Background: an optimization exercise with open tools, aiming at small area, a short achievable clock period and few clock cycles. Do not read the settings as production practice.
At most, simulation tests tie the RTL to the original design; equivalence was not proved.
The RTL of run 3 was laid out without a check of its function.

`flow/design.v`:
```
`timescale 1ns/10ps
package rast_pkg;
    localparam int CHUNK_LOG = 2;
    localparam int CHUNK     = 1 << CHUNK_LOG;
endpackage
`timescale 1ns/10ps
module bbox_setup (
    input  logic               clk,
    input  logic               arst_n,
    input  logic               tri_valid,
    input  logic [47:0]        tri_x,
    input  logic [47:0]        tri_y,
    input  logic [23:0]        tri_color,
    input  logic [1:0]         sub_q,
    input  logic [12:0]        swm_q,
    input  logic [12:0]        shm_q,
    input  logic [13:0]        mask_m,
    output logic               halt,
    input  logic               w_accept,     
    input  logic               w_idle,       
    output logic               s_ready,      
    output logic signed [28:0] e0_ld, e1_ld, e2_ld,
    output logic signed [14:0] a0_ld, a1_ld, a2_ld,
    output logic signed [14:0] b0_ld, b1_ld, b2_ld,
    output logic [12:0]        x_ld,
    output logic [12:0]        y_ld,
    output logic [12:0]        ym_ld,
    output logic [12:0]        wsamp_ld,     
    output logic [23:0]        col_ld
);
    localparam logic [2:0] ST_BOX = 3'd0, ST_DXY = 3'd1, ST_MUL = 3'd2, ST_FIN = 3'd3, ST_DONE = 3'd4;
    logic        in_v;
    logic [2:0]  st;
    logic signed [14:0] vx0, vx1, vx2;     
    logic signed [14:0] vy0, vy1, vy2;
    logic [23:0] in_col;
    logic [12:0] bx, by;                   
    logic signed [13:0] bxm, bym;          
    logic [2:0]  kidx;                     
    logic signed [29:0] acc0, acc1, acc2;  
    logic [29:0] cac0, cac1, cac2;         
    logic        take, in_free;
    logic halt_q;
    assign halt    = halt_q;
    logic [2:0]  gx_in, gy_in, gx_q, gy_q;
    logic        cull_in;
    always_comb begin
        for (int i = 0; i < 3; i++) begin
            gx_in[i] = signed'(tri_x[16*i +: 14] & mask_m) > signed'({1'b0, swm_q});
            gy_in[i] = signed'(tri_y[16*i +: 14] & mask_m) > signed'({1'b0, shm_q});
        end
        cull_in = (tri_x[13] && tri_x[29] && tri_x[45]) || (tri_y[13] && tri_y[29] && tri_y[45]) ||
                  (&gx_in) || (&gy_in);
    end
    assign take    = tri_valid && !halt_q;
    assign s_ready = in_v && (st == ST_DONE);
    logic signed [13:0] sx0, sx1, sx2, sy0, sy1, sy2, swm_s, shm_s;
    assign sx0 = vx0[13:0] & mask_m;
    assign sx1 = vx1[13:0] & mask_m;
    assign sx2 = vx2[13:0] & mask_m;
    assign sy0 = vy0[13:0] & mask_m;
    assign sy1 = vy1[13:0] & mask_m;
    assign sy2 = vy2[13:0] & mask_m;
    assign swm_s = {1'b0, swm_q};
    assign shm_s = {1'b0, shm_q};
    assign a0_ld = vy0 - vy1; assign b0_ld = vx1 - vx0;
    assign a1_ld = vy1 - vy2; assign b1_ld = vx2 - vx1;
    assign a2_ld = vy2 - vy0; assign b2_ld = vx0 - vx2;
    logic x01, x02, x12, y01, y02, y12;        
    assign x01 = !b0_ld[14];      
    assign x02 = b2_ld[14];       
    assign x12 = !b1_ld[14];      
    assign y01 = a0_ld[14];       
    assign y02 = !a2_ld[14];      
    assign y12 = a1_ld[14];       
    logic signed [13:0] xlo_s, xhi_s, ylo_s, yhi_s;
    always_comb begin
        if (x01 && x02)       xlo_s = sx0;
        else if (!x01 && x12) xlo_s = sx1;
        else                  xlo_s = sx2;
        if (!x01 && !x02)     xhi_s = sx0;
        else if (x01 && !x12) xhi_s = sx1;
        else                  xhi_s = sx2;
        if (y01 && y02)       ylo_s = sy0;
        else if (!y01 && y12) ylo_s = sy1;
        else                  ylo_s = sy2;
        if (!y01 && !y02)     yhi_s = sy0;
        else if (y01 && !y12) yhi_s = sy1;
        else                  yhi_s = sy2;
    end
    logic        xneg, yneg, xover, yover;
    assign xneg  = sx0[13] || sx1[13] || sx2[13];    
    assign yneg  = sy0[13] || sy1[13] || sy2[13];
    assign xover = |gx_q;                            
    assign yover = |gy_q;
    function automatic logic [3:0] lop(input logic signed [14:0] v);
        logic [13:0] u;
        u = v[14] ? ~v[13:0] : v[13:0];
        lop = 4'd0;
        for (int i = 1; i < 14; i++) if (u[i]) lop = i[3:0];
    endfunction
    logic        pz, qz, pn, qn, bf_quick;
    logic [3:0]  lb0, la2, lb2, la0;
    logic [4:0]  lp, lq;
    always_ff @(posedge clk) begin
        if (in_v && st == ST_BOX) begin
            pz  <= (b0_ld == 15'sd0) || (a2_ld == 15'sd0);
            qz  <= (b2_ld == 15'sd0) || (a0_ld == 15'sd0);
            pn  <= b0_ld[14] ^ a2_ld[14];
            qn  <= b2_ld[14] ^ a0_ld[14];
            lb0 <= lop(b0_ld);
            la2 <= lop(a2_ld);
            lb2 <= lop(b2_ld);
            la0 <= lop(a0_ld);
        end
    end
    assign lp = {1'b0, lb0} + {1'b0, la2};
    assign lq = {1'b0, lb2} + {1'b0, la0};
    assign bf_quick = ((pz || pn) && (qz || !qn)) ||
                      (!pz && !pn && !qz && !qn && (lq > lp + 5'd2)) ||
                      (!pz && pn && !qz && qn && (lp > lq + 5'd2));
    logic signed [14:0] dx0, dx1, dx2, dy0, dy1, dy2;
    assign dx0 = vx0 - {2'b00, bx};
    assign dx1 = vx1 - {2'b00, bx};
    assign dx2 = vx2 - {2'b00, bx};
    assign dy0 = vy0 - {2'b00, by};
    assign dy1 = vy1 - {2'b00, by};
    assign dy2 = vy2 - {2'b00, by};
    logic [2:0] kstart;
    always_comb begin
        logic [15:0] d0, d1, d2;
        d0 = {dx0[14], dx0};
        d1 = {dx1[14], dx1};
        d2 = {dx2[14], dx2};
        kstart = 3'd0;
        for (int k = 1; k < 8; k++) begin
            if (!(d0[2*k+1] == d0[2*k] && d0[2*k] == d0[2*k-1]) ||
                !(d1[2*k+1] == d1[2*k] && d1[2*k] == d1[2*k-1]) ||
                !(d2[2*k+1] == d2[2*k] && d2[2*k] == d2[2*k-1]))
                kstart = k[2:0];
        end
    end
    function automatic logic [2:0] digit(input logic signed [14:0] v, input logic [2:0] k);
        logic [16:0] p;
        p = {v[14], v, 1'b0};
        digit = p[2*k +: 3];
    endfunction
    logic [2:0] dg0, dg1, dg2;
    assign dg0 = digit(vx0, kidx);
    assign dg1 = digit(vx1, kidx);
    assign dg2 = digit(vx2, kidx);
    function automatic logic [17:0] booth(input logic [2:0] d, input logic signed [14:0] m, input logic neg);
        logic [16:0] mag;
        logic        sg;
        case (d)
            3'b001, 3'b010, 3'b101, 3'b110: mag = {{2{m[14]}}, m};
            3'b011, 3'b100:                 mag = {m[14], m, 1'b0};
            default:                        mag = 17'd0;
        endcase
        sg = (d[2] && !(d[1] && d[0])) ^ neg;
        if (d == 3'b000 || d == 3'b111) sg = 1'b0;
        booth = {sg, mag ^ {17{sg}}};       
    endfunction
    function automatic logic [29:0] sx17(input logic [16:0] v);
        sx17 = {{13{v[16]}}, v};
    endfunction
    logic [17:0] pa0, pb0, pa1, pb1, pa2, pb2;
    assign pa0 = booth(dg0, vy1, 1'b0);
    assign pb0 = booth(dg1, vy0, 1'b1);
    assign pa1 = booth(dg2, vy1, 1'b0);
    assign pb1 = booth(dg1, vy2, 1'b1);
    assign pa2 = booth(dg2, vy0, 1'b0);
    assign pb2 = booth(dg0, vy2, 1'b1);
    function automatic logic [59:0] csa(input logic [29:0] x, y, z);
        logic [29:0] sm, cy;
        sm = x ^ y ^ z;
        cy = (x & y) | (x & z) | (y & z);
        csa = {sm, cy[28:0], 1'b0};
    endfunction
    function automatic logic [59:0] step4(input logic [29:0] s0, c0, input logic [17:0] pa, pb);
        logic [59:0] t;
        t = csa({s0[27:0], 1'b0, pa[17]}, {c0[27:0], 1'b0, pb[17]}, sx17(pa[16:0]));
        step4 = csa(t[59:30], t[29:0], sx17(pb[16:0]));
    endfunction
    logic [59:0] st0_n, st1_n, st2_n;
    assign st0_n = step4(acc0, cac0, pa0, pb0);
    assign st1_n = step4(acc1, cac1, pa1, pb1);
    assign st2_n = step4(acc2, cac2, pa2, pb2);
    assign in_free = in_v && ((st == ST_DXY && bf_quick) ||
                              (st == ST_DONE && w_accept));
    always_ff @(posedge clk or negedge arst_n) begin
        if (!arst_n) begin
            in_v   <= 1'b0;
            st     <= ST_BOX;
            halt_q <= 1'b0;
        end else begin
            if (take)
                halt_q <= !cull_in;
            else if (in_free || (in_v && st == ST_FIN && w_idle))
                halt_q <= 1'b0;
            if (take) begin
                in_v <= !cull_in;
                st   <= ST_BOX;
            end else if (in_free) begin
                in_v <= 1'b0;
                st   <= ST_BOX;
            end else if (in_v) begin
                case (st)
                    ST_BOX:  st <= ST_DXY;
                    ST_DXY:  st <= ST_MUL;
                    ST_MUL:  if (kidx == 3'd0) st <= ST_FIN;
                    ST_FIN:  st <= ST_DONE;
                    default: ;
                endcase
            end
        end
    end
    always_ff @(posedge clk) begin
        if (take) begin
            vx0 <= {tri_x[13],  tri_x[13:0]};
            vx1 <= {tri_x[29],  tri_x[29:16]};
            vx2 <= {tri_x[45],  tri_x[45:32]};
            vy0 <= {tri_y[13],  tri_y[13:0]};
            vy1 <= {tri_y[29],  tri_y[29:16]};
            vy2 <= {tri_y[45],  tri_y[45:32]};
            in_col <= tri_color;
            gx_q   <= gx_in;
            gy_q   <= gy_in;
        end else if (in_v && st == ST_DXY) begin
            vx0 <= dx0; vx1 <= dx1; vx2 <= dx2;
            vy0 <= dy0; vy1 <= dy1; vy2 <= dy2;
        end
        if (in_v && st == ST_BOX) begin
            bx  <= xneg  ? 13'd0 : xlo_s[12:0];
            by  <= yneg  ? 13'd0 : ylo_s[12:0];
            bxm <= xover ? swm_s : xhi_s;
            bym <= yover ? shm_s : yhi_s;
        end
        if (in_v && st == ST_DXY) begin
            kidx <= kstart;
            acc0 <= '0; acc1 <= '0; acc2 <= '0;
            cac0 <= '0; cac1 <= '0; cac2 <= '0;
        end else if (in_v && st == ST_MUL) begin
            kidx <= kidx - 3'd1;
            acc0 <= st0_n[59:30]; acc1 <= st1_n[59:30]; acc2 <= st2_n[59:30];
            cac0 <= st0_n[29:0];  cac1 <= st1_n[29:0];  cac2 <= st2_n[29:0];
        end else if (in_v && st == ST_FIN) begin
            acc0 <= acc0 + cac0; acc1 <= acc1 + cac1; acc2 <= acc2 + cac2;
        end
    end
    logic signed [29:0] ef1;
    assign ef1 = ~acc1;                    
    always_comb begin
        case (sub_q)
            2'd0:    begin e0_ld = {{3{acc0[29]}}, acc0[29:4]}; e1_ld = {{3{ef1[29]}}, ef1[29:4]}; e2_ld = {{3{acc2[29]}}, acc2[29:4]}; end
            2'd1:    begin e0_ld = {{2{acc0[29]}}, acc0[29:3]}; e1_ld = {{2{ef1[29]}}, ef1[29:3]}; e2_ld = {{2{acc2[29]}}, acc2[29:3]}; end
            2'd2:    begin e0_ld = {{1{acc0[29]}}, acc0[29:2]}; e1_ld = {{1{ef1[29]}}, ef1[29:2]}; e2_ld = {{1{acc2[29]}}, acc2[29:2]}; end
            default: begin e0_ld = acc0[29:1]; e1_ld = ef1[29:1]; e2_ld = acc2[29:1]; end
        endcase
    end
    logic [12:0] wbox;
    assign wbox = bxm[12:0] - bx;
    always_comb begin
        case (sub_q)
            2'd0:    wsamp_ld = {4'd0, wbox[12:4]};
            2'd1:    wsamp_ld = {3'd0, wbox[12:3]};
            2'd2:    wsamp_ld = {2'd0, wbox[12:2]};
            default: wsamp_ld = {1'd0, wbox[12:1]};
        endcase
    end
    assign x_ld   = bx;
    assign y_ld   = by;
    assign ym_ld  = bym[12:0];
    assign col_ld = in_col;
endmodule
`timescale 1ns/10ps
module sample_iterator #(
    parameter int NS = 4
) (
    input  logic               clk,
    input  logic               arst_n,
    input  logic [1:0]         sub_q,
    input  logic [12:0]        step_s,
    input  logic [12:0]        step_ns,
    input  logic               s_ready,
    input  logic signed [28:0] e0_ld, e1_ld, e2_ld,
    input  logic signed [14:0] a0_ld, a1_ld, a2_ld,
    input  logic signed [14:0] b0_ld, b1_ld, b2_ld,
    input  logic [12:0]        x_ld,
    input  logic [12:0]        y_ld,
    input  logic [12:0]        ym_ld,
    input  logic [12:0]        wsamp_ld,
    input  logic [23:0]        col_ld,
    output logic               w_accept,
    output logic               w_idle,
    input  logic               sp_take,
    output logic               sp_v,
    output logic [12:0]        sp_f,
    output logic [12:0]        sp_l,
    output logic [12:0]        sp_y,
    output logic [23:0]        sp_col
);
    localparam int LNS = rast_pkg::CHUNK_LOG;
    localparam int CW  = 13 - LNS;         
    logic          w_v, w_dir, w_rf;
    logic [12:0]   w_xc, w_y, w_ymp;     
    logic [CW-1:0] w_c, w_cl;
    logic [LNS-1:0] w_wl;
    logic [23:0]   w_col;
    logic          stall, w_rowend, w_last, w_adv, w_load;
    logic [NS-1:0] m0, m1, m2, w_mask;
    logic          w_re, w_lc, w_yl;
    logic [CW-1:0] w_cn;
    logic [12:0]   w_yn;
    assign w_cn     = w_c + (w_dir ? {CW{1'b1}} : {{(CW-1){1'b0}}, 1'b1});    
    assign w_yn     = w_y + step_s;
    assign w_rowend = w_re;
    assign w_last   = w_re && w_yl;
    assign w_adv    = w_v && !stall;
    assign w_accept = !w_v || (w_last && !stall);    
    assign w_load   = s_ready && w_accept;
    assign w_idle   = !w_v;
    edge_unit #(.NS(NS)) u_e0 (.clk, .load(w_load), .e_ld(e0_ld), .a_ld(a0_ld), .b_ld(b0_ld),
                               .adv(w_adv), .rowstep(w_rowend), .dir(w_dir), .mask(m0));
    edge_unit #(.NS(NS)) u_e1 (.clk, .load(w_load), .e_ld(e1_ld), .a_ld(a1_ld), .b_ld(b1_ld),
                               .adv(w_adv), .rowstep(w_rowend), .dir(w_dir), .mask(m1));
    edge_unit #(.NS(NS)) u_e2 (.clk, .load(w_load), .e_ld(e2_ld), .a_ld(a2_ld), .b_ld(b2_ld),
                               .adv(w_adv), .rowstep(w_rowend), .dir(w_dir), .mask(m2));
    always_comb begin
        w_mask = m0 & m1 & m2;
        for (int k = 0; k < NS; k++)
            if (w_lc && k > w_wl) w_mask[k] = 1'b0;
    end
    always_ff @(posedge clk or negedge arst_n) begin
        if (!arst_n)       w_v <= 1'b0;
        else if (w_load)   w_v <= 1'b1;
        else if (w_accept) w_v <= 1'b0;
    end
    always_ff @(posedge clk) begin
        if (w_load) begin
            w_xc  <= x_ld;
            w_y   <= y_ld;
            w_ymp <= ym_ld - step_s;
            w_c   <= '0;
            w_cl  <= wsamp_ld[12:LNS];
            w_re  <= wsamp_ld[12:LNS] == '0;
            w_lc  <= wsamp_ld[12:LNS] == '0;
            w_yl  <= y_ld == ym_ld;
            w_wl  <= wsamp_ld[LNS-1:0];
            w_dir <= 1'b0;
            w_rf  <= 1'b1;
            w_col <= col_ld;
        end else if (w_adv) begin
            if (w_rowend) begin
                w_y   <= w_yn;
                w_yl  <= w_y == w_ymp;
                w_dir <= !w_dir;
                w_rf  <= 1'b1;
                w_re  <= w_cl == '0;
            end else begin
                w_xc <= w_xc + (w_dir ? (~step_ns + 13'd1) : step_ns);
                w_c  <= w_cn;
                w_rf <= 1'b0;
                w_re <= w_dir ? (w_cn == '0) : (w_cn == w_cl);
                w_lc <= w_cn == w_cl;
            end
        end
    end
    logic          p_v, p_dir, p_rf, p_rl, p_has;
    logic [NS-1:0] p_mask;
    logic [12:0]   p_xc, p_y, p_f, p_l;
    logic [23:0]   p_col;
    logic          p_any, p_has_eff, p_has_n, p_push;
    logic [LNS-1:0] p_kf, p_kl;
    logic [12:0]   p_of, p_ol, p_f_n, p_l_n;
    always_comb begin
        p_any = |p_mask;
        p_kf = '0;
        for (int k = NS-1; k >= 0; k--) if (p_mask[k]) p_kf = k[LNS-1:0];
        p_kl = '0;
        for (int k = 0; k < NS; k++) if (p_mask[k]) p_kl = k[LNS-1:0];
        case (sub_q)
            2'd0:    begin p_of = 13'({p_kf, 4'd0}); p_ol = 13'({p_kl, 4'd0}); end
            2'd1:    begin p_of = 13'({p_kf, 3'd0}); p_ol = 13'({p_kl, 3'd0}); end
            2'd2:    begin p_of = 13'({p_kf, 2'd0}); p_ol = 13'({p_kl, 2'd0}); end
            default: begin p_of = 13'({p_kf, 1'd0}); p_ol = 13'({p_kl, 1'd0}); end
        endcase
        p_has_eff = p_rf ? 1'b0 : p_has;
        p_f_n = (p_any && !(!p_dir && p_has_eff)) ? p_xc + p_of : p_f;
        p_l_n = (p_any && !(p_dir && p_has_eff))  ? p_xc + p_ol : p_l;
        p_has_n = p_has_eff || p_any;
        p_push = p_v && p_rl && p_has_n;
    end
    logic        sq_v;                 
    logic [12:0] sq_f, sq_l, sq_y;
    logic [23:0] sq_col;
    assign stall = p_push && sq_v && !sp_take;
    always_ff @(posedge clk or negedge arst_n) begin
        if (!arst_n)     p_v <= 1'b0;
        else if (!stall) p_v <= w_adv;
    end
    always_ff @(posedge clk) begin
        if (!stall) begin
            if (w_adv) begin
                p_mask <= w_mask;
                p_xc   <= w_xc;
                p_y    <= w_y;
                p_dir  <= w_dir;
                p_rf   <= w_rf;
                p_rl   <= w_rowend;
                p_col  <= w_col;
            end
            if (p_v) begin
                p_f   <= p_f_n;
                p_l   <= p_l_n;
                p_has <= p_has_n;
            end
        end
    end
    logic push;
    assign push = p_push && !stall;
    always_ff @(posedge clk or negedge arst_n) begin
        if (!arst_n) begin
            sp_v <= 1'b0;
            sq_v <= 1'b0;
        end else begin
            if (sp_take) begin
                sp_v <= sq_v || push;
                sq_v <= sq_v && push;
            end else if (push) begin
                sp_v <= 1'b1;
                sq_v <= sp_v;
            end
        end
    end
    always_ff @(posedge clk) begin
        if ((sp_take && sq_v) ) begin
            sp_f <= sq_f; sp_l <= sq_l; sp_y <= sq_y; sp_col <= sq_col;
        end else if (push && (sp_take || !sp_v)) begin
            sp_f <= p_f_n; sp_l <= p_l_n; sp_y <= p_y; sp_col <= p_col;
        end
        if (push && ((sp_take && sq_v) || (!sp_take && sp_v))) begin
            sq_f <= p_f_n; sq_l <= p_l_n; sq_y <= p_y; sq_col <= p_col;
        end
    end
endmodule
`timescale 1ns/10ps
module edge_unit #(
    parameter int NS = 4
) (
    input  logic               clk,
    input  logic               load,
    input  logic signed [28:0] e_ld,
    input  logic signed [14:0] a_ld,
    input  logic signed [14:0] b_ld,
    input  logic               adv,       
    input  logic               rowstep,   
    input  logic               dir,       
    output logic [NS-1:0]      mask
);
    localparam int LNS = rast_pkg::CHUNK_LOG;
    localparam int KW  = 15 + LNS;        
    localparam int EW  = KW;              
    logic signed [28:0] e;
    logic signed [14:0] a, b;
    logic [16:0] opx;
    logic        cin;
    logic [28:0] e_n;
    always_comb begin
        if (rowstep)  begin opx = {{2{b[14]}}, b};                      cin = 1'b0; end
        else if (dir) begin opx = ~{{(2-LNS){a[14]}}, a, {LNS{1'b0}}}; cin = 1'b1; end
        else          begin opx = {{(2-LNS){a[14]}}, a, {LNS{1'b0}}};  cin = 1'b0; end
        e_n = e + {{12{opx[16]}}, opx} + {28'd0, cin};
    end
    always_ff @(posedge clk) begin
        if (load) begin
            e <= e_ld;
            a <= a_ld;
            b <= b_ld;
        end else if (adv) begin
            e <= e_n;
        end
    end
    function automatic logic signed [KW-1:0] kmul(input logic signed [14:0] v, input int kk);
        logic signed [KW-1:0] v1;
        v1 = {{(KW-15){v[14]}}, v};
        case (kk)
            0: kmul = '0;
            1: kmul = v1;
            2: kmul = v1 <<< 1;
            3: kmul = v1 + (v1 <<< 1);
            4: kmul = v1 <<< 2;
            5: kmul = v1 + (v1 <<< 2);
            6: kmul = (v1 <<< 1) + (v1 <<< 2);
            default: kmul = (v1 <<< 3) - v1;
        endcase
    endfunction
    logic inr;
    assign inr = (e[28:EW-1] == '0) || (e[28:EW-1] == '1);
    genvar k;
    generate
        for (k = 0; k < NS; k++) begin : g_k
            logic signed [KW-1:0] ka;
            logic signed [EW:0]   sum;
            assign ka  = kmul(a, k);
            assign sum = {e[EW-1], e[EW-1:0]} + {{(EW+1-KW){ka[KW-1]}}, ka};
            assign mask[k] = inr ? !sum[EW] : !e[28];
        end
    endgenerate
endmodule
`timescale 1ns/10ps
module rast_top (
    input  logic        clk,
    input  logic        arst_n,
    input  logic        tri_valid,
    input  logic [47:0] tri_x,
    input  logic [47:0] tri_y,
    input  logic [23:0] tri_color,
    input  logic [15:0] screen_w,
    input  logic [15:0] screen_h,
    input  logic [1:0]  sub_sample,
    output logic        halt,
    output logic        hit_valid,
    output logic [15:0] hit_x,
    output logic [15:0] hit_y,
    output logic [23:0] hit_color
);
    localparam int NS = rast_pkg::CHUNK;
    logic [1:0]  sub_q;
    logic [12:0] swm_q, shm_q;             
    logic [3:0]  lowm;
    always_comb begin
        case (sub_sample)
            2'd0:    lowm = 4'b1111;
            2'd1:    lowm = 4'b0111;
            2'd2:    lowm = 4'b0011;
            default: lowm = 4'b0001;
        endcase
    end
    always_ff @(posedge clk) begin
        sub_q <= sub_sample;
        swm_q <= screen_w[12:0] & ~{9'd0, lowm};
        shm_q <= screen_h[12:0] & ~{9'd0, lowm};
    end
    logic [12:0] step_s, step_ns;
    logic [13:0] mask_m;
    always_comb begin
        case (sub_q)
            2'd0:    begin step_s = 13'd16; mask_m = 14'h3ff0; end
            2'd1:    begin step_s = 13'd8;  mask_m = 14'h3ff8; end
            2'd2:    begin step_s = 13'd4;  mask_m = 14'h3ffc; end
            default: begin step_s = 13'd2;  mask_m = 14'h3ffe; end
        endcase
        step_ns = step_s << rast_pkg::CHUNK_LOG;
    end
    logic               s_ready, w_accept, w_idle;
    logic signed [28:0] e0_ld, e1_ld, e2_ld;
    logic signed [14:0] a0_ld, a1_ld, a2_ld, b0_ld, b1_ld, b2_ld;
    logic [12:0]        x_ld, y_ld, ym_ld, wsamp_ld;
    logic [23:0]        col_ld;
    bbox_setup u_setup (
        .clk, .arst_n, .tri_valid, .tri_x, .tri_y, .tri_color,
        .sub_q, .swm_q, .shm_q, .mask_m, .halt, .w_accept, .w_idle, .s_ready,
        .e0_ld, .e1_ld, .e2_ld, .a0_ld, .a1_ld, .a2_ld, .b0_ld, .b1_ld, .b2_ld,
        .x_ld, .y_ld, .ym_ld, .wsamp_ld, .col_ld
    );
    logic        sp_take, sp_v;
    logic [12:0] sp_f, sp_l, sp_y;
    logic [23:0] sp_col;
    sample_iterator #(.NS(NS)) u_iter (
        .clk, .arst_n, .sub_q, .step_s, .step_ns, .s_ready,
        .e0_ld, .e1_ld, .e2_ld, .a0_ld, .a1_ld, .a2_ld, .b0_ld, .b1_ld, .b2_ld,
        .x_ld, .y_ld, .ym_ld, .wsamp_ld, .col_ld, .w_accept, .w_idle,
        .sp_take, .sp_v, .sp_f, .sp_l, .sp_y, .sp_col
    );
    logic        em_v, em_last;
    logic [12:0] em_x, em_n, em_y, sp_len, sp_n;
    logic [23:0] em_col;
    assign sp_len = sp_l - sp_f;
    always_comb begin
        case (sub_q)
            2'd0:    sp_n = {4'd0, sp_len[12:4]};
            2'd1:    sp_n = {3'd0, sp_len[12:3]};
            2'd2:    sp_n = {2'd0, sp_len[12:2]};
            default: sp_n = {1'd0, sp_len[12:1]};
        endcase
    end
    assign sp_take = sp_v && (!em_v || em_last);
    always_ff @(posedge clk or negedge arst_n) begin
        if (!arst_n)      em_v <= 1'b0;
        else if (sp_take) em_v <= 1'b1;
        else if (em_last) em_v <= 1'b0;
    end
    always_ff @(posedge clk) begin
        if (sp_take) begin
            em_x    <= sp_f;
            em_n    <= sp_n;
            em_last <= sp_n == 13'd0;
            em_y    <= sp_y;
            em_col  <= sp_col;
        end else if (em_v) begin
            em_x    <= em_x + step_s;
            em_n    <= em_n - 13'd1;
            em_last <= em_n == 13'd1;
        end
    end
    assign hit_valid = em_v;
    assign hit_x     = {3'd0, em_x};
    assign hit_y     = {3'd0, em_y};
    assign hit_color = em_col;
endmodule
```
`flow/config.mk`:
```
export PLATFORM = sky130hd
export DESIGN_NAME = rast_top
export DESIGN_NICKNAME = rast_top
export VERILOG_FILES = /design/flow/design.v
export SDC_FILE = /design/flow/constraint.sdc
export NUM_CORES = 4
export LEC_CHECK = 0
export ABC_CLOCK_PERIOD_IN_PS = 3500
export CAP_MARGIN = 20
export CORE_MARGIN = 2
export CORE_UTILIZATION = 40
export SETUP_SLACK_MARGIN = 5
export SLEW_MARGIN = 20
```
`flow/run.sh`:
```
#!/bin/bash
# synth_recipe.tcl (not shown) runs the flow's synth.tcl, then flattens the netlist and writes it again
# the make line also repeats each setting of config.mk as NAME=value (left out here)
make -C /OpenROAD-flow-scripts/flow DESIGN_CONFIG=/design/flow/config.mk WORK_HOME=/design/flow/orfs CLKGATE_MAP_FILE= SYNTH_SCRIPT=/design/flow/synth_recipe.tcl finish
```
`flow/constraint.sdc`:
```
create_clock -name core_clock -period 9.0 [get_ports {clk}]
set_input_delay 1.8000 -clock core_clock [delete_from_list [all_inputs] [get_ports {clk}]]
set_output_delay 1.8000 -clock core_clock [all_outputs]
set_load 0.01 [all_outputs]
```
==> flow_summary.rst, run 1 <==
.. list-table::
   :header-rows: 1

   * - Metric
     - Value
   * - RSZ-0062 raised after global routing
     - yes
   * - Register clock-pin slew on the reported worst setup and hold paths
     - 60 ps
   * - Initial cell density of the core
     - 0.402
   * - Final Max Tran Viols
     - 0
   * - Fill cells
     - 16,300
   * - Final setup vio count
     - 0
   * - Vias in the first global route
     - 55,100
   * - Max_cap viols
     - 0
   * - Area of all placed cells without fillers
     - 82,600 um2
   * - Detailed-route wire length
     - 229 mm
   * - Number of distinct library cells after synthesis
     - 101
   * - Share of cells above drive strength 1
     - 0.134
   * - Root cell of the clock tree
     - sky130_fd_sc_hd__clkbuf_16
   * - Setup TNS
     - 0 ps
   * - Outcome
     - complete, no violations
   * - Top cells by instance count after synthesis
     - 789 x sky130_fd_sc_hd__nand2_1, 712 x sky130_fd_sc_hd__edfxtp_1, 631 x sky130_fd_sc_hd__ha_1
   * - Via count normalized by instance count
     - 5.76
   * - Post-synthesis async set-or-reset flop share
     - 0.0107
   * - Initial antenna violation count
     - 4
   * - Data arrival time of the critical path
     - 5010 ps
   * - Drt first-iter violations
     - 4,774
   * - Std-Cell Rows
     - 153
   * - Die W
     - 422 um
   * - Post-DRT Antenna Nets
     - 0
   * - Number of hold buffers added after CTS
     - 0
   * - Area growth from synthesis to final layout
     - 18.0%
   * - Die Outline Area
     - 178,000 um2
   * - Post-route insts no fill
     - 9,906
   * - Worst endpoint required time
     - 9620 ps
   * - Fraction of the yosys area taken by sequential cells
     - 0.371
   * - Dpl cells
     - 9,474
   * - DP Wirelength
     - 164 mm
   * - Floorplan Core Area
     - 174,000 um2
   * - Leading post-synthesis cells by cell area
     - sky130_fd_sc_hd__edfxtp_1 31%, sky130_fd_sc_hd__ha_1 11%, sky130_fd_sc_hd__fa_1 6.7%
   * - Number of nets in the layout
     - 8,507
   * - Most instantiated library cell after synthesis
     - sky130_fd_sc_hd__nand2_1
   * - Wire length of the first global-routing pass
     - 341 mm
   * - Cell type with the largest total area after synthesis
     - sky130_fd_sc_hd__edfxtp_1
   * - TritonRoute pass-1 iters
     - 6
   * - IO Count
     - 215
   * - Number of CTS-inserted buffers
     - 110
   * - Clk Latency, worst-skew pair
     - 790 ps
   * - Total gr overflow
     - 0
   * - Clock Sink Count
     - 938
   * - Yosys warns
     - 4
   * - Final period demand of the worst path
     - 4390 ps
   * - Type of element capturing the critical path
     - flip-flop
   * - Number of flops mapped to enable cells by yosys
     - 712
   * - Post-synthesis instance total
     - 7,159
   * - Final clock period utilization by the worst path
     - 0.488
   * - Total of flip-flops plus latches after synthesis
     - 938
   * - Via count of the routed design
     - 57,000
   * - Number of levels in the clock H-tree
     - 3
   * - Worst min-delay path class
     - reg -> reg
   * - DR WL/cell
     - 23.1 um
   * - Start-to-end type of the worst setup path
     - reg -> reg
   * - Post-placement worst setup slack
     - 3340 ps
   * - Cells on worst reg2reg path
     - 19
   * - Maximum buffer depth of the clock tree
     - 3
   * - Post-synthesis instance area
     - 70,000 um2
   * - Total placed instance area
     - 74,500 um2
   * - Critical path launch point type
     - flip-flop
   * - Skew final
     - 83.8 ps
   * - Worst hold path depth
     - 0
   * - Rel. slew slack
     - 0.236
   * - Mean cell area of the mapped netlist
     - 9.77 um2
   * - Primary FF master, synth
     - sky130_fd_sc_hd__edfxtp_1
   * - Top-area cell type share of the netlist area
     - 0.306
   * - Worst setup margin
     - 4610 ps
   * - Antenna diode count
     - 0
   * - Total track usage
     - 0.248
   * - Clock tree from TritonCTS
     - yes
   * - Die Y
     - 422 um
   * - Final weighted congestion in routability-driven placement
     - 0.947
   * - Critical path peak fanout
     - 8
   * - Fin. Hold Viols
     - 0
   * - IO buf count
     - 187
   * - Max Freq
     - 228 MHz
   * - Largest net degree at the start of global routing
     - 155
   * - DRC violations left
     - 0
   * - Transition at the pin with the smallest max-transition slack
     - 1150 ps
==> routing by layer <==
layer  routed length (um)  vias up  GRT usage  share of wire
met2               103000     1992      0.390           0.45
met5                   26        -          0        0.00011
met1                99800    27900      0.340           0.44
li1                     -    26700          -              -
met3                16000      402     0.0368          0.070
met4                10100        4      0.107          0.044
==> worst max-delay path, cell delays in order, from the launching register on <==
cell and delay [ps]:
sky130_fd_sc_hd__edfxtp_1 450, sky130_fd_sc_hd__buf_12 180, sky130_fd_sc_hd__buf_4 140, sky130_fd_sc_hd__nand2_1 60
sky130_fd_sc_hd__o21ai_0 100, sky130_fd_sc_hd__o211ai_1 210, sky130_fd_sc_hd__o21a_2 310, sky130_fd_sc_hd__inv_2 70
sky130_fd_sc_hd__ha_4 160, sky130_fd_sc_hd__mux2_4 290, sky130_fd_sc_hd__buf_8 150, sky130_fd_sc_hd__o21ai_4 200
sky130_fd_sc_hd__xor2_4 110, sky130_fd_sc_hd__buf_6 150, sky130_fd_sc_hd__buf_16 150, sky130_fd_sc_hd__fa_1 570
sky130_fd_sc_hd__fa_2 430, sky130_fd_sc_hd__o21ai_0 220, sky130_fd_sc_hd__a21oi_1 60, sky130_fd_sc_hd__a211oi_1 220
==> area by class of cell <==
cell class | instances | area [um2] | share of cell area
multi-input cells | 5507 | 43400 | 0.526
flip-flops and latches | 938 | 26000 | 0.314
repair buffers | 473 | 4740 | 0.0574
clock buffers | 142 | 3010 | 0.0364
well taps | 2325 | 2910 | 0.0352
inverters | 455 | 1760 | 0.0213
clock inverters | 65 | 786 | 0.00952
repair inverters | 1 | 8.76 | 0.000106
==> repair_timing <==
| action | 4_1_cts | 5_1_grt |
|---|---|---|
| gates cloned | 13 | 3 |
| setup endpoints to repair | 342 | 353 |
| pin swaps | 163 | 216 |
| buffers inserted | 134 | 75 |
| endpoints found under the hold margin | 0 | 0 |
| resized for setup | 210 | 321 |
==> logic make-up (layout without fill, tap and decap cells) <==
logic type               Yosys count  count (layout)  share of synthesized area
AND/OR/NAND/NOR                 1999            2004                      0.130
buffers and inverters            727            1136                     0.0404
multiplexers                     177             179                     0.0372
AO/OA/AOI/OAI                   1888            1888                      0.171
flip-flops                       938             938                      0.371
other                              1               7                  0.0000536
XOR/XNOR                         565             565                     0.0707
adder cells (fa/ha/maj)          864             864                      0.180
==> worst paths after layout <==
| kind | start | to | slack, ps |
|---|---|---|---|
| max in group asynchronous | arst_n | u_setup.st[0] | 6890 |
| hold reg to reg | u_setup.in_col[5] | u_iter.w_col[5] | 380 |
| setup reg to reg | u_setup.kidx[1] | u_setup.acc1[20] | 4610 |
| setup / recovery | u_setup.kidx[1] | u_setup.acc1[20] | 4610 |
| hold / removal | u_setup.in_col[5] | u_iter.w_col[5] | 380 |
| min in group asynchronous | arst_n | u_iter.p_v | 1500 |
==> metrics by stage <==
| step | utilization | hold WS, ps |
|---|---|---|
| after detailed placement | 0.429 | 405 |
| after floorplan | - | 400 |
| after CTS | 0.464 | 360 |
| after global routing | 0.475 | 368 |
| final | 0.475 | 379 |
| after global placement | 0.429 | 400 |
==> state kept, by name, indices dropped and copies added (netlist names), 29 cells and up <==
signal	count
u_setup.acc1	30
u_iter.u_e0.e	29
u_setup.acc0	30
u_setup.cac2	29
u_setup.cac1	29
u_iter.u_e1.e	29
u_iter.u_e2.e	29
u_setup.acc2	30
u_setup.cac0	29
==> layout by cell type, fill, tap and decap left out, types with 156 or more instances in the layout <==
| cell type | synthesis | layout |
|---|---|---|
| sky130_fd_sc_hd__xor2_1 | 167 | 160 |
| sky130_fd_sc_hd__fa_1 | 233 | 166 |
| sky130_fd_sc_hd__a21o_1 | 157 | 156 |
| sky130_fd_sc_hd__inv_1 | 451 | 428 |
| sky130_fd_sc_hd__dfxtp_1 | 216 | 213 |
| sky130_fd_sc_hd__xnor2_1 | 398 | 366 |
| sky130_fd_sc_hd__o21ai_0 | 403 | 358 |
| sky130_fd_sc_hd__edfxtp_1 | 712 | 712 |
| sky130_fd_sc_hd__a21oi_1 | 577 | 540 |
| sky130_fd_sc_hd__clkdlybuf4s50_1 | 0 | 184 |
| sky130_fd_sc_hd__nand2_1 | 789 | 764 |
| sky130_fd_sc_hd__ha_1 | 631 | 624 |
| sky130_fd_sc_hd__nor2_1 | 493 | 477 |
| sky130_fd_sc_hd__buf_4 | 9 | 215 |
Testbench counts, summed over its fixed seeds: cycles 18,253.
==> inputs of run 2 (changes only) <==
--- a/flow/config.mk
+++ b/flow/config.mk
@@ -9,5 +9,5 @@
 export CAP_MARGIN = 20
 export CORE_MARGIN = 2
-export CORE_UTILIZATION = 40
+export CORE_UTILIZATION = 55
 export SETUP_SLACK_MARGIN = 5
 export SLEW_MARGIN = 20
==> run 2 against run 1 <==
Setup slack improved by 180 ps. Via count rose by 0.44%. Register-to-register slack better by 180 ps. Clock skew shrank 4.3 ps. Sequential share of layout area is 0.51 points higher. Flip-flop and latch count unchanged. Largest cell class unchanged.
==> flow_summary.rst, run 2 <==
.. list-table::
   :header-rows: 1

   * - Metric
     - Value
   * - Outcome
     - complete, no violations
   * - Fraction of the yosys area taken by sequential cells
     - 0.371
   * - Clock Sink Count
     - 938
   * - Number of levels in the clock H-tree
     - 3
   * - Register clock-pin slew on the reported worst setup and hold paths
     - 60 ps
   * - Data arrival time of the critical path
     - 4790 ps
   * - Number of distinct library cells after synthesis
     - 101
   * - Via count normalized by instance count
     - 6.20
   * - Cell type with the largest total area after synthesis
     - sky130_fd_sc_hd__edfxtp_1
   * - Leading post-synthesis cells by cell area
     - sky130_fd_sc_hd__edfxtp_1 31%, sky130_fd_sc_hd__ha_1 11%, sky130_fd_sc_hd__fa_1 6.7%
   * - Worst hold path depth
     - 0
   * - Share of cells above drive strength 1
     - 0.124
   * - Post-synthesis instance area
     - 70,000 um2
   * - Worst endpoint required time
     - 9590 ps
   * - Std-Cell Rows
     - 130
   * - Worst min-delay path class
     - reg -> reg
   * - DR WL/cell
     - 24.2 um
   * - Die Outline Area
     - 130,000 um2
   * - Wire length of the first global-routing pass
     - 333 mm
   * - Transition at the pin with the smallest max-transition slack
     - 1080 ps
   * - Commonest non-fill, non-tap cells in the layout
     - 769 x sky130_fd_sc_hd__nand2_1, 712 x sky130_fd_sc_hd__edfxtp_1, 621 x sky130_fd_sc_hd__ha_1
   * - TritonRoute pass-1 iters
     - 6
   * - Root cell of the clock tree
     - sky130_fd_sc_hd__clkbuf_16
   * - Rel. slew slack
     - 0.283
   * - Critical path peak fanout
     - 6
   * - Post-synthesis async set-or-reset flop share
     - 0.0107
   * - Fin. Hold Viols
     - 0
   * - Total track usage
     - 0.335
   * - Total placed instance area
     - 73,700 um2
   * - RSZ-0062 raised after global routing
     - yes
   * - Final Max Tran Viols
     - 0
   * - Final period demand of the worst path
     - 4200 ps
   * - Detailed-route wire length
     - 224 mm
   * - Mean cell area of the mapped netlist
     - 9.77 um2
   * - Number of nets in the layout
     - 8,507
   * - Total gr overflow
     - 0
   * - Drt first-iter violations
     - 5,627
   * - Final setup vio count
     - 0
   * - Final weighted congestion in routability-driven placement
     - 0.957
   * - Type of element capturing the critical path
     - flip-flop
   * - Worst flop-to-flop path startpoint
     - u_setup.kidx[1]
   * - IO Count
     - 215
   * - Skew final
     - 79.5 ps
   * - Clk Latency, worst-skew pair
     - 770 ps
   * - Initial antenna violation count
     - 5
   * - Post-DRT Antenna Nets
     - 0
   * - Primary FF master, synth
     - sky130_fd_sc_hd__edfxtp_1
   * - Total of flip-flops plus latches after synthesis
     - 938
   * - Top-area cell type share of the netlist area
     - 0.306
   * - Largest net degree at the start of global routing
     - 93
   * - Number of flops mapped to enable cells by yosys
     - 712
   * - Setup TNS
     - 0 ps
   * - Number of CTS-inserted buffers
     - 108
   * - Vias in the first global route
     - 54,400
   * - Area growth from synthesis to final layout
     - 16.1%
   * - Max Freq
     - 238 MHz
   * - Critical path launch point type
     - flip-flop
   * - Regs by FF count
     - u_setup.acc0: 30 flops, u_setup.acc1: 30 flops, u_setup.acc2: 30 flops
   * - Cells on worst reg2reg path
     - 17
   * - Yosys warns
     - 4
   * - Die W
     - 361 um
   * - R2r setup slk
     - 4800 ps
   * - Most frequent standard cell in the layout excluding fill and tap cells
     - sky130_fd_sc_hd__nand2_1
   * - Initial cell density of the core
     - 0.556
   * - Start-to-end type of the worst setup path
     - reg -> reg
   * - Max_cap viols
     - 0
   * - Hold path startpoint
     - u_iter.sp_y[11]
   * - WHS Endpoint
     - em_y[11]
   * - Number of hold buffers added after CTS
     - 0
   * - Via count of the routed design
     - 57,300
   * - Clock tree from TritonCTS
     - yes
   * - DP Wirelength
     - 161 mm
   * - DRC violations left
     - 0
   * - Fill cells
     - 10,500
   * - IO buf count
     - 187
   * - Endpoint of the worst register-to-register path
     - u_setup.acc2[12]
   * - Final clock period utilization by the worst path
     - 0.467
   * - Most instantiated library cell after synthesis
     - sky130_fd_sc_hd__nand2_1
   * - Floorplan Core Area
     - 126,000 um2
   * - Top cells by instance count after synthesis
     - 789 x sky130_fd_sc_hd__nand2_1, 712 x sky130_fd_sc_hd__edfxtp_1, 631 x sky130_fd_sc_hd__ha_1
   * - Area of all placed cells without fillers
     - 81,200 um2
   * - Die Y
     - 361 um
   * - Maximum buffer depth of the clock tree
     - 3
   * - Post-synthesis instance total
     - 7,159
## run 2: cell types whose count changed in the layout (fill, tap and decap cells not counted), sizes merged
cell	delta
dlygate4sd2	+1
bufinv	-3
buf	+2
clkinv	+10
diode	+3
dlymetal6s2s	-2
nor2	-2
nor3	-1
clkbuf	-3
inv	-2
mux2	+1
clkinvlp	-1
nand2	-1
## run 2: cell type report
cell class / instances / area, um2 / area share
Clock inverter: 68 / 702 / 0.00864
Tap cell: 1650 / 2060 / 0.0254
Timing Repair Buffer: 477 / 4750 / 0.0584
Multi-Input combinational cell: 5504 / 43100 / 0.531
Timing Repair inverter: 2 / 17.5 / 0.000216
Antenna cell: 3 / 7.51 / 0.0000924
Inverter: 455 / 1760 / 0.0216
Clock buffer: 136 / 2870 / 0.0353
Sequential cell: 938 / 26000 / 0.320
## run 2: cells by family (layout without fill, tap and decap cells)
family	count (synthesis)	after routing	synth area share
and+or+nand+nor	1999	2000	0.130
AOI/OAI and AO/OA	1888	1888	0.171
DFF	938	938	0.371
adders and majority gates	864	864	0.180
buffers and inverters	727	1138	0.0404
xor gates and xnor gates	565	565	0.0707
muxes	177	180	0.0372
other	1	10	0.0000536
## run 2: worst max-delay path by stage
stage                                from                end  slack [ps]
after floorplan           u_setup.kidx[1]   u_setup.acc1[19]        4910
after global placement    u_setup.kidx[0]   u_setup.acc1[19]        3480
after detailed placement        tri_y[18]       u_setup.in_v        3370
after CTS                     u_iter.w_re  u_iter.u_e0.e[28]        4850
after global routing      u_setup.kidx[1]   u_setup.acc1[19]        4710
final                     u_setup.kidx[1]   u_setup.acc2[12]        4800
## run 2: per-stage QoR
stage	util	setup slack (ps)	hold slack, ps	std cells
6_report	0.645	4800	387	9233
5_1_grt	0.645	4710	394	9230
4_1_cts	0.630	4850	379	9139
3_5_place_dp	0.585	3370	405	8807
3_3_place_gp	0.585	3480	400	8807
2_1_floorplan	-	4910	400	7165
## run 2: timing repair
action | CTS | global route
gates resized for setup | 191 | 270
pin swaps | 95 | 221
setup endpoints to repair | 501 | 246
buffers inserted | 116 | 88
gates cloned | 12 | 3
## run 2: worst max-delay path: stages (launching register included)
cell                       delay, ps
sky130_fd_sc_hd__edfxtp_1        440
sky130_fd_sc_hd__buf_12          170
sky130_fd_sc_hd__buf_8           120
sky130_fd_sc_hd__mux2i_4         180
sky130_fd_sc_hd__nor2_1          150
sky130_fd_sc_hd__a21oi_1          50
sky130_fd_sc_hd__o21a_2          310
sky130_fd_sc_hd__ha_4            210
sky130_fd_sc_hd__mux2_4          330
sky130_fd_sc_hd__buf_6           130
sky130_fd_sc_hd__buf_6           120
sky130_fd_sc_hd__a22oi_2         180
sky130_fd_sc_hd__xnor2_2         200
sky130_fd_sc_hd__fa_1            480
sky130_fd_sc_hd__fa_1            500
sky130_fd_sc_hd__nor2b_4         140
sky130_fd_sc_hd__a311oi_2        260
sky130_fd_sc_hd__nor3_1           80
## run 2: per-layer routing
metal	vias up	part of all wire	wire, um	track usage
met5	-	0.000080	18	0
met4	2	0.042	9470	0.126
met3	414	0.081	18100	0.0452
li1	26600	-	-	-
met1	27800	0.44	98600	0.488
met2	2402	0.44	97500	0.508
==> inputs of run 3 (changes only) <==
--- a/flow/design.v
+++ b/flow/design.v
@@ -29,5 +29,5 @@
     output logic [23:0]        col_ld
 );
-    localparam logic [2:0] ST_BOX = 3'd0, ST_DXY = 3'd1, ST_MUL = 3'd2, ST_FIN = 3'd3, ST_DONE = 3'd4;
+    localparam logic [2:0] ST_BOX = 3'd0, ST_DXY = 3'd1, ST_PRE = 3'd5, ST_MUL = 3'd2, ST_FIN = 3'd3, ST_DONE = 3'd4;
     logic        in_v;
     logic [2:0]  st;
@@ -147,7 +147,6 @@
     endfunction
     logic [2:0] dg0, dg1, dg2;
-    assign dg0 = digit(vx0, kidx);
-    assign dg1 = digit(vx1, kidx);
-    assign dg2 = digit(vx2, kidx);
+    logic [2:0] kdig;
+    assign kdig = (st == ST_PRE) ? kidx : kidx - 3'd1;
     function automatic logic [17:0] booth(input logic [2:0] d, input logic signed [14:0] m, input logic neg);
         logic [16:0] mag;
@@ -208,5 +207,6 @@
                 case (st)
                     ST_BOX:  st <= ST_DXY;
-                    ST_DXY:  st <= ST_MUL;
+                    ST_DXY:  st <= ST_PRE;
+                    ST_PRE:  st <= ST_MUL;
                     ST_MUL:  if (kidx == 3'd0) st <= ST_FIN;
                     ST_FIN:  st <= ST_DONE;
@@ -239,8 +239,15 @@
         if (in_v && st == ST_DXY) begin
             kidx <= kstart;
+        end else if (in_v && st == ST_PRE) begin
+            dg0  <= digit(vx0, kdig);
+            dg1  <= digit(vx1, kdig);
+            dg2  <= digit(vx2, kdig);
             acc0 <= '0; acc1 <= '0; acc2 <= '0;
             cac0 <= '0; cac1 <= '0; cac2 <= '0;
         end else if (in_v && st == ST_MUL) begin
-            kidx <= kidx - 3'd1;
+            kidx <= kdig;
+            dg0  <= digit(vx0, kdig);
+            dg1  <= digit(vx1, kdig);
+            dg2  <= digit(vx2, kdig);
             acc0 <= st0_n[59:30]; acc1 <= st1_n[59:30]; acc2 <= st2_n[59:30];
             cac0 <= st0_n[29:0];  cac1 <= st1_n[29:0];  cac2 <= st2_n[29:0];
@@ -321,10 +328,23 @@
     assign w_load   = s_ready && w_accept;
     assign w_idle   = !w_v;
+    logic          w_re_n, w_dir_n;
+    always_comb begin
+        if (w_load) begin
+            w_re_n  = wsamp_ld[12:LNS] == '0;
+            w_dir_n = 1'b0;
+        end else if (w_rowend) begin
+            w_re_n  = w_cl == '0;
+            w_dir_n = !w_dir;
+        end else begin
+            w_re_n  = w_dir ? (w_cn == '0) : (w_cn == w_cl);
+            w_dir_n = w_dir;
+        end
+    end
     edge_unit #(.NS(NS)) u_e0 (.clk, .load(w_load), .e_ld(e0_ld), .a_ld(a0_ld), .b_ld(b0_ld),
-                               .adv(w_adv), .rowstep(w_rowend), .dir(w_dir), .mask(m0));
+                               .adv(w_adv), .nrow(w_re_n), .ndir(w_dir_n), .mask(m0));
     edge_unit #(.NS(NS)) u_e1 (.clk, .load(w_load), .e_ld(e1_ld), .a_ld(a1_ld), .b_ld(b1_ld),
-                               .adv(w_adv), .rowstep(w_rowend), .dir(w_dir), .mask(m1));
+                               .adv(w_adv), .nrow(w_re_n), .ndir(w_dir_n), .mask(m1));
     edge_unit #(.NS(NS)) u_e2 (.clk, .load(w_load), .e_ld(e2_ld), .a_ld(a2_ld), .b_ld(b2_ld),
-                               .adv(w_adv), .rowstep(w_rowend), .dir(w_dir), .mask(m2));
+                               .adv(w_adv), .nrow(w_re_n), .ndir(w_dir_n), .mask(m2));
     always_comb begin
         w_mask = m0 & m1 & m2;
@@ -344,5 +364,5 @@
             w_c   <= '0;
             w_cl  <= wsamp_ld[12:LNS];
-            w_re  <= wsamp_ld[12:LNS] == '0;
+            w_re  <= w_re_n;
             w_lc  <= wsamp_ld[12:LNS] == '0;
             w_yl  <= y_ld == ym_ld;
@@ -355,12 +375,12 @@
                 w_y   <= w_yn;
                 w_yl  <= w_y == w_ymp;
-                w_dir <= !w_dir;
+                w_dir <= w_dir_n;
                 w_rf  <= 1'b1;
-                w_re  <= w_cl == '0;
+                w_re  <= w_re_n;
             end else begin
                 w_xc <= w_xc + (w_dir ? (~step_ns + 13'd1) : step_ns);
                 w_c  <= w_cn;
                 w_rf <= 1'b0;
-                w_re <= w_dir ? (w_cn == '0) : (w_cn == w_cl);
+                w_re <= w_re_n;
                 w_lc <= w_cn == w_cl;
             end
@@ -455,6 +475,6 @@
     input  logic signed [14:0] b_ld,
     input  logic               adv,       
-    input  logic               rowstep,   
-    input  logic               dir,       
+    input  logic               nrow,      
+    input  logic               ndir,      
     output logic [NS-1:0]      mask
 );
@@ -464,12 +484,21 @@
     logic signed [28:0] e;
     logic signed [14:0] a, b;
-    logic [16:0] opx;
+    logic [16:0] op, op_n;
     logic        cin;
     logic [28:0] e_n;
+    logic signed [14:0] a_s, b_s;
+    assign a_s = load ? a_ld : a;
+    assign b_s = load ? b_ld : b;
     always_comb begin
-        if (rowstep)  begin opx = {{2{b[14]}}, b};                      cin = 1'b0; end
-        else if (dir) begin opx = ~{{(2-LNS){a[14]}}, a, {LNS{1'b0}}}; cin = 1'b1; end
-        else          begin opx = {{(2-LNS){a[14]}}, a, {LNS{1'b0}}};  cin = 1'b0; end
-        e_n = e + {{12{opx[16]}}, opx} + {28'd0, cin};
+        if (nrow)      op_n = {{2{b_s[14]}}, b_s};
+        else if (ndir) op_n = ~{{(2-LNS){a_s[14]}}, a_s, {LNS{1'b0}}};
+        else           op_n = {{(2-LNS){a_s[14]}}, a_s, {LNS{1'b0}}};
+    end
+    assign e_n = e + {{12{op[16]}}, op} + {28'd0, cin};
+    always_ff @(posedge clk) begin
+        if (load || adv) begin
+            op  <= op_n;
+            cin <= !nrow && ndir;
+        end
     end
     always_ff @(posedge clk) begin
==> run 3 against run 2 <==
Setup slack improved by 200 ps. Largest cell class unchanged. Still clean on timing, DRC and antenna. Critical path type unchanged. Critical endpoint is now u_setup.bxm[1]. Flip-flop and latch count rose by 61.
==> flow_summary.rst, run 3 <==
.. list-table::
   :header-rows: 1

   * - Metric
     - Value
   * - Crit path largest cell delay
     - 550 ps
   * - Post-synthesis instance total
     - 7,464
   * - Clock tree from TritonCTS
     - yes
   * - WHS
     - 390 ps
   * - Fill cells
     - 11,200
   * - Post-DRT Antenna Nets
     - 0
   * - Die Y
     - 370 um
   * - Outcome
     - complete, no violations
   * - Initial antenna violation count
     - 6
   * - Top cells by instance count after synthesis
     - 860 x sky130_fd_sc_hd__edfxtp_1, 853 x sky130_fd_sc_hd__nand2_1, 625 x sky130_fd_sc_hd__ha_1
   * - Top-area cell type share of the netlist area
     - 0.350
   * - Most frequent standard cell in the layout excluding fill and tap cells
     - sky130_fd_sc_hd__edfxtp_1
   * - Post-route insts no fill
     - 9,500
   * - Clk Latency, worst-skew pair
     - 780 ps
   * - Slowest library cell on the worst path
     - sky130_fd_sc_hd__or4b_1
   * - RSZ-0062 raised after global routing
     - yes
   * - Commonest non-fill, non-tap cells in the layout
     - 860 x sky130_fd_sc_hd__edfxtp_1, 841 x sky130_fd_sc_hd__nand2_1, 623 x sky130_fd_sc_hd__ha_1
   * - Critical path launch point type
     - flip-flop
   * - DRC violations left
     - 0
   * - Total gr overflow
     - 0
   * - Wire length of the first global-routing pass
     - 341 mm
   * - Final period demand of the worst path
     - 4000 ps
   * - Worst flop-to-flop path startpoint
     - u_setup.vx0[7]
   * - Die Outline Area
     - 137,000 um2
   * - Std-Cell Rows
     - 134
   * - Type of element capturing the critical path
     - flip-flop
   * - Leading post-synthesis cells by cell area
     - sky130_fd_sc_hd__edfxtp_1 35%, sky130_fd_sc_hd__ha_1 11%, sky130_fd_sc_hd__fa_1 6.3%
   * - Post-synthesis mux area share
     - 0.0356
   * - Area growth from synthesis to final layout
     - 12.4%
   * - Rel. slew slack
     - 0.184
   * - DR WL/cell
     - 24.2 um
   * - Worst endpoint required time
     - 9470 ps
   * - Number of flops mapped to enable cells by yosys
     - 860
   * - Initial cell density of the core
     - 0.554
   * - End point of the critical path
     - u_setup.bxm[1]
   * - Start-to-end type of the worst setup path
     - reg -> reg
   * - Setup TNS
     - 0 ps
   * - Cell type with the largest total area after synthesis
     - sky130_fd_sc_hd__edfxtp_1
   * - Vias in the first global route
     - 55,600
   * - TritonRoute pass-1 iters
     - 6
   * - IO buf count
     - 187
   * - Mean cell area of the mapped netlist
     - 9.89 um2
   * - Global routing usage on met1
     - 0.482
   * - Drt first-iter violations
     - 6,102
   * - Final weighted congestion in routability-driven placement
     - 0.950
   * - Floorplan Core Area
     - 133,000 um2
   * - Clock Sink Count
     - 999
   * - Total of flip-flops plus latches after synthesis
     - 999
   * - Via count normalized by instance count
     - 6.22
   * - Maximum buffer depth of the clock tree
     - 3
   * - Adder and majority cell fraction of the synthesized area
     - 0.169
   * - Global routing met2 resource utilization
     - 0.483
   * - Data arrival time of the critical path
     - 4470 ps
   * - Number of nets in the layout
     - 8,652
   * - DP Wirelength
     - 164 mm
   * - Max_cap viols
     - 0
   * - Regs by FF count
     - u_setup.acc0: 30 flops, u_setup.acc1: 30 flops, u_setup.acc2: 30 flops
   * - Number of CTS-inserted buffers
     - 115
   * - Via count of the routed design
     - 59,100
   * - Area of all placed cells without fillers
     - 83,000 um2
   * - Seq. cell area
     - 28,700 um2
   * - IO Count
     - 215
   * - Critical path peak fanout
     - 18
   * - Primary FF master, synth
     - sky130_fd_sc_hd__edfxtp_1
   * - Root cell of the clock tree
     - sky130_fd_sc_hd__clkbuf_16
   * - Final setup vio count
     - 0
   * - Fraction of the yosys area taken by sequential cells
     - 0.388
   * - Worst min-delay path class
     - reg -> reg
   * - Post-synthesis async set-or-reset flop share
     - 0.0100
   * - Total track usage
     - 0.327
   * - Cells on worst reg2reg path
     - 13
   * - R2r setup slk
     - 5000 ps
   * - Number of hold buffers added after CTS
     - 0
   * - Number of levels in the clock H-tree
     - 3
   * - Final clock period utilization by the worst path
     - 0.444
   * - Met3 Track Usage GR
     - 0.0531
   * - Final Max Tran Viols
     - 0
   * - Detailed-route wire length
     - 229 mm
   * - Max Freq
     - 250 MHz
   * - Post-synthesis compound-gate area fraction
     - 0.165
   * - Transition at the pin with the smallest max-transition slack
     - 1210 ps
   * - Most instantiated library cell after synthesis
     - sky130_fd_sc_hd__edfxtp_1
   * - Largest net degree at the start of global routing
     - 87
   * - Dpl cells
     - 9,192
   * - Endpoint of the worst register-to-register path
     - u_setup.bxm[1]
   * - Multi-input logic area
     - 43,300 um2
   * - Fin. Hold Viols
     - 0
   * - Die W
     - 370 um
   * - Register clock-pin slew on the reported worst setup and hold paths
     - 60 ps
   * - Share of cells above drive strength 1
     - 0.0867
   * - Skew final
     - 57.1 ps
   * - Crit path launch
     - u_setup.vx0[7]
   * - Busiest metal layer after global routing
     - met2
   * - Post-synthesis share of cell area spent on xor and xnor gates
     - 0.0654
   * - Crit-path cells
     - inv_1, ha_1, nand2_1, or4b_1, o211ai_1, a21oi_1, o21bai_2, xnor2_1, buf_4, nand2_4, nand2_2, nor2_1, o41ai_1
   * - Synth Area in Simple Gates
     - 0.139
   * - Post-synthesis instance area
     - 73,900 um2
   * - Total placed instance area
     - 77,600 um2
   * - Yosys warns
     - 4
   * - Combinational family with the most area after synthesis
     - adder cells
   * - Number of distinct library cells after synthesis
     - 100
==> run 3: cell count changes in the layout (fill, tap and decap cells not counted), sizes merged, moves of 24 or more <==
cell	change
xnor2	-95
a21oi	-35
inv	-55
and2	+66
edfxtp	+148
dfxtp	-87
nor2	+128
nand3	-24
a22oi	-55
buf	-120
nand2	+62
xor2	+80
o31ai	+27
==> run 3: timing repair <==
action,CTS,global route
setup buffers,49,35
setup endpoints to repair,436,290
pin swaps,11,13
resized for setup,81,108
gates cloned,3,9
==> run 3: worst max-delay path, delay by kind of cell (launching register included) <==
| family | cells | cell delay (ps) |
|---|---|---|
| buffers and inverters | 2 | 350 |
| adders and majority gates | 1 | 370 |
| and+or+nand+nor | 5 | 1120 |
| xor gates and xnor gates | 1 | 170 |
| DFF | 1 | 520 |
| AOI/OAI and AO/OA | 4 | 1200 |
==> run 3: kinds of logic (layout without fill, tap and decap cells) <==
kind of cell / count (synthesis) / in the layout
and+or+nand+nor: 2254 / 2257
AOI/OAI and AO/OA: 1897 / 1897
DFF: 999 / 999
adders and majority gates: 859 / 859
buffers and inverters: 714 / 971
xor gates and xnor gates: 550 / 550
muxes: 190 / 190
other: 1 / 9
==> run 3: how the worst min path moves through the flow <==
stage                      startpoint          endpoint  depth (start not counted)
floorplan            u_iter.sp_col[0]         em_col[0]                          0
global placement      u_iter.w_col[5]   u_iter.p_col[5]                          0
detailed placement  u_iter.sp_col[14]        em_col[14]                          0
CTS                   u_iter.w_col[6]   u_iter.p_col[6]                          0
global route         u_iter.w_col[10]  u_iter.p_col[10]                          0
finish                u_iter.w_col[6]   u_iter.p_col[6]                          0
==> run 3: metal layers <==
metal  share of wire  vias up
met4           0.043        6
met1            0.44    28700
li1                -    27500
met5         0.00017        -
met2            0.43     2451
met3           0.087      454
==> run 3: layout make-up <==
type / instances / area share
Antenna cell: 2 / 0.0000603
Clock buffer: 145 / 0.0376
Clock inverter: 65 / 0.00658
Inverter: 399 / 0.0186
Multi-Input combinational cell: 5760 / 0.522
Sequential cell: 999 / 0.345
Tap cell: 1768 / 0.0266
Timing Repair Buffer: 360 / 0.0432
Timing Repair inverter: 2 / 0.000211
==> run 3: metrics by stage <==
stage                     utilization  setup WS, ps
after floorplan                     -          5050
after global placement          0.582          3260
after detailed placement        0.582          3260
after CTS                       0.616          4980
after global routing            0.623          4870
final                           0.623          5000
==> inputs of run 4 (changes only) <==
--- a/flow/design.v
+++ b/flow/design.v
@@ -266,14 +266,17 @@
         endcase
     end
-    logic [12:0] wbox;
+    logic [12:0] wbox, wsamp_q;
     assign wbox = bxm[12:0] - bx;
-    always_comb begin
-        case (sub_q)
-            2'd0:    wsamp_ld = {4'd0, wbox[12:4]};
-            2'd1:    wsamp_ld = {3'd0, wbox[12:3]};
-            2'd2:    wsamp_ld = {2'd0, wbox[12:2]};
-            default: wsamp_ld = {1'd0, wbox[12:1]};
-        endcase
+    always_ff @(posedge clk) begin
+        if (in_v && st == ST_DXY) begin
+            case (sub_q)
+                2'd0:    wsamp_q <= {4'd0, wbox[12:4]};
+                2'd1:    wsamp_q <= {3'd0, wbox[12:3]};
+                2'd2:    wsamp_q <= {2'd0, wbox[12:2]};
+                default: wsamp_q <= {1'd0, wbox[12:1]};
+            endcase
+        end
     end
+    assign wsamp_ld = wsamp_q;
     assign x_ld   = bx;
     assign y_ld   = by;
--- a/flow/config.mk
+++ b/flow/config.mk
@@ -9,5 +9,5 @@
 export CAP_MARGIN = 20
 export CORE_MARGIN = 2
-export CORE_UTILIZATION = 55
+export CORE_UTILIZATION = 65
 export SETUP_SLACK_MARGIN = 5
 export SLEW_MARGIN = 20
==> run 4 against run 3 <==
Still clean. Global-route usage increased by 5.7 points. Register-to-register slack hardly changed. Cell count is 3.3% lower. Clock skew is 15 ps higher. Setup slack lost 9.3 ps. Non-clock buffer count decreased by 13. Critical path depth shrank 3. Maximum frequency is 0.23% lower. Synthesized cell count down 0.44%. Routed wire length fell by 0.48%. Critical path type unchanged. Largest cell class unchanged.
==> flow_summary.rst, run 4 <==
.. list-table::
   :header-rows: 1

   * - Metric
     - Value
   * - Mean cell area of the mapped netlist
     - 9.95 um2
   * - Via count of the routed design
     - 60,200
   * - Type of element capturing the critical path
     - flip-flop
   * - Commonest non-fill, non-tap cells in the layout
     - 898 x sky130_fd_sc_hd__nand2_1, 872 x sky130_fd_sc_hd__edfxtp_1, 625 x sky130_fd_sc_hd__ha_1
   * - Max Freq
     - 249 MHz
   * - DR WL/cell
     - 24.8 um
   * - Rel. slew slack
     - 0.268
   * - Post-synthesis async set-or-reset flop share
     - 0.00989
   * - Area growth from synthesis to final layout
     - 11.5%
   * - DP Wirelength
     - 164 mm
   * - Maximum buffer depth of the clock tree
     - 3
   * - Post-DRT Antenna Nets
     - 0
   * - Register clock-pin slew on the reported worst setup and hold paths
     - 60 ps
   * - Share of cells above drive strength 1
     - 0.0813
   * - Data arrival time of the critical path
     - 4430 ps
   * - Area of all placed cells without fillers
     - 82,400 um2
   * - Fraction of the yosys area taken by sequential cells
     - 0.393
   * - Multi-input logic area
     - 42,900 um2
   * - Detailed-route wire length
     - 228 mm
   * - Outcome
     - complete, no violations
   * - Final Max Tran Viols
     - 0
   * - Number of CTS-inserted buffers
     - 110
   * - Top cells by instance count after synthesis
     - 907 x sky130_fd_sc_hd__nand2_1, 872 x sky130_fd_sc_hd__edfxtp_1, 625 x sky130_fd_sc_hd__ha_1
   * - Post-route insts no fill
     - 9,191
   * - IO Count
     - 215
   * - Final setup vio count
     - 0
   * - Post-synthesis instance total
     - 7,431
   * - Most frequent standard cell in the layout excluding fill and tap cells
     - sky130_fd_sc_hd__nand2_1
   * - Root cell of the clock tree
     - sky130_fd_sc_hd__clkbuf_16
   * - R2r setup slk
     - 4990 ps
   * - Clock tree from TritonCTS
     - yes
   * - Initial antenna violation count
     - 12
   * - Max_cap viols
     - 0
   * - Seq. cell area
     - 29,000 um2
## run 4: cell count changes after synthesis, sizes merged, moves of 12 or more
| cell | change |
|---|---|
| nand2 | +57 |
| edfxtp | +12 |
| o21ai | +62 |
| mux2i | -29 |
| xnor2 | +17 |
| nor3 | -28 |
| nand3 | +21 |
| o31ai | -19 |
| o22ai | -21 |
| a21oi | -21 |
| o21a | -12 |
| nor2 | -49 |
| a211oi | -40 |
| o211ai | +29 |
## run 4: cells by family (layout without fill, tap and decap cells)
kind of cell               count (synthesis)  in the layout  synth area share
AOI/OAI and AO/OA                       1886           1886             0.163
xor gates and xnor gates                 575            576            0.0687
adders and majority gates                858            858             0.169
buffers and inverters                    705            949            0.0370
DFF                                     1011           1011             0.393
muxes                                    167            167            0.0330
other                                      1             11         0.0000507
and+or+nand+nor                         2228           2233             0.137
## run 4: worst max-delay path, stage by stage (launching register included)
cell and delay, ps:
sky130_fd_sc_hd__edfxtp_1 590, sky130_fd_sc_hd__ha_1 470, sky130_fd_sc_hd__a211oi_1 450, sky130_fd_sc_hd__nand4b_1 310
sky130_fd_sc_hd__a221oi_4 400, sky130_fd_sc_hd__o21ai_4 170, sky130_fd_sc_hd__a311o_1 450, sky130_fd_sc_hd__a221oi_4 320
sky130_fd_sc_hd__a21boi_0 160, sky130_fd_sc_hd__mux2i_1 260, sky130_fd_sc_hd__o211ai_1 120
## run 4: path summary, 6_finish.rpt
kind	startpoint	to	depth (start not counted)
max	u_setup.acc0[10]	u_setup.acc0[27]	10
min	u_iter.w_col[1]	u_iter.p_col[1]	0
max reg2reg	u_setup.acc0[10]	u_setup.acc0[27]	10
min reg2reg	u_iter.w_col[1]	u_iter.p_col[1]	0
max in group asynchronous	arst_n	u_iter.w_v	1
min in group asynchronous	arst_n	u_iter.p_v	1
## run 4: what timing repair did
action                                  4_1_cts  5_1_grt
gates resized for setup                      70       80
endpoints found under the setup margin      329      338
cloned                                        6        2
pin swaps                                     6        9
setup buffers                                42       42
## run 4: metal layers
metal,up-vias,part of all wire,track usage
met2,3237,0.44,0.583
met5,-,0.000096,0
met4,4,0.046,0.154
met1,29100,0.40,0.538
met3,546,0.11,0.0826
li1,27300,-,-
## run 4: cell type report
class / count / area share
timing repair buffer: 347 / 0.0397
clock inverter: 67 / 0.00970
multi-input combinational: 5727 / 0.521
tap: 1500 / 0.0228
antenna: 4 / 0.000121
sequential: 1011 / 0.352
timing repair inverter: 1 / 0.000106
clock buffer: 141 / 0.0361
inverter: 393 / 0.0185
Testbench counts of run 4, summed over its fixed seeds: cycles 18,444.

## static timing again, ports no longer ideal
The flow's constraints put no driver on any port. The routed layouts listed below were extracted and timed again, unchanged, in two steps. Step 1: set_driving_cell puts a clkbuf_16 on clk and a buf_2 on each other input, an assumption about the parent block. Step 2, shift: input delay + t, output delay - t, t = (earliest + latest rising clock arrival at the registers) / 2. This alone moves slack from input paths to output paths. a / b / c = no drivers / after step 1 / after step 2; a / b = the first two.
| run | t (ns) | setup WS [ns] | cell pins on the clock port's net |
|---|---|---|---|
| run 1 | 0.842 | 4.612 / 4.612 / 4.303 | 1 |
| run 2 | 0.813 | 4.797 / 4.797 / 4.298 | 1 |
| run 3 | 0.834 | 5.001 / 5.001 / 4.365 | 1 |
| run 4 | 0.817 | 4.992 / 4.992 / 4.354 | 1 |
After both steps every run listed still meets setup and hold. The setup slack of run 4, which loses most, moves by 0.000 ns with the drivers and by -0.638 ns with both steps.
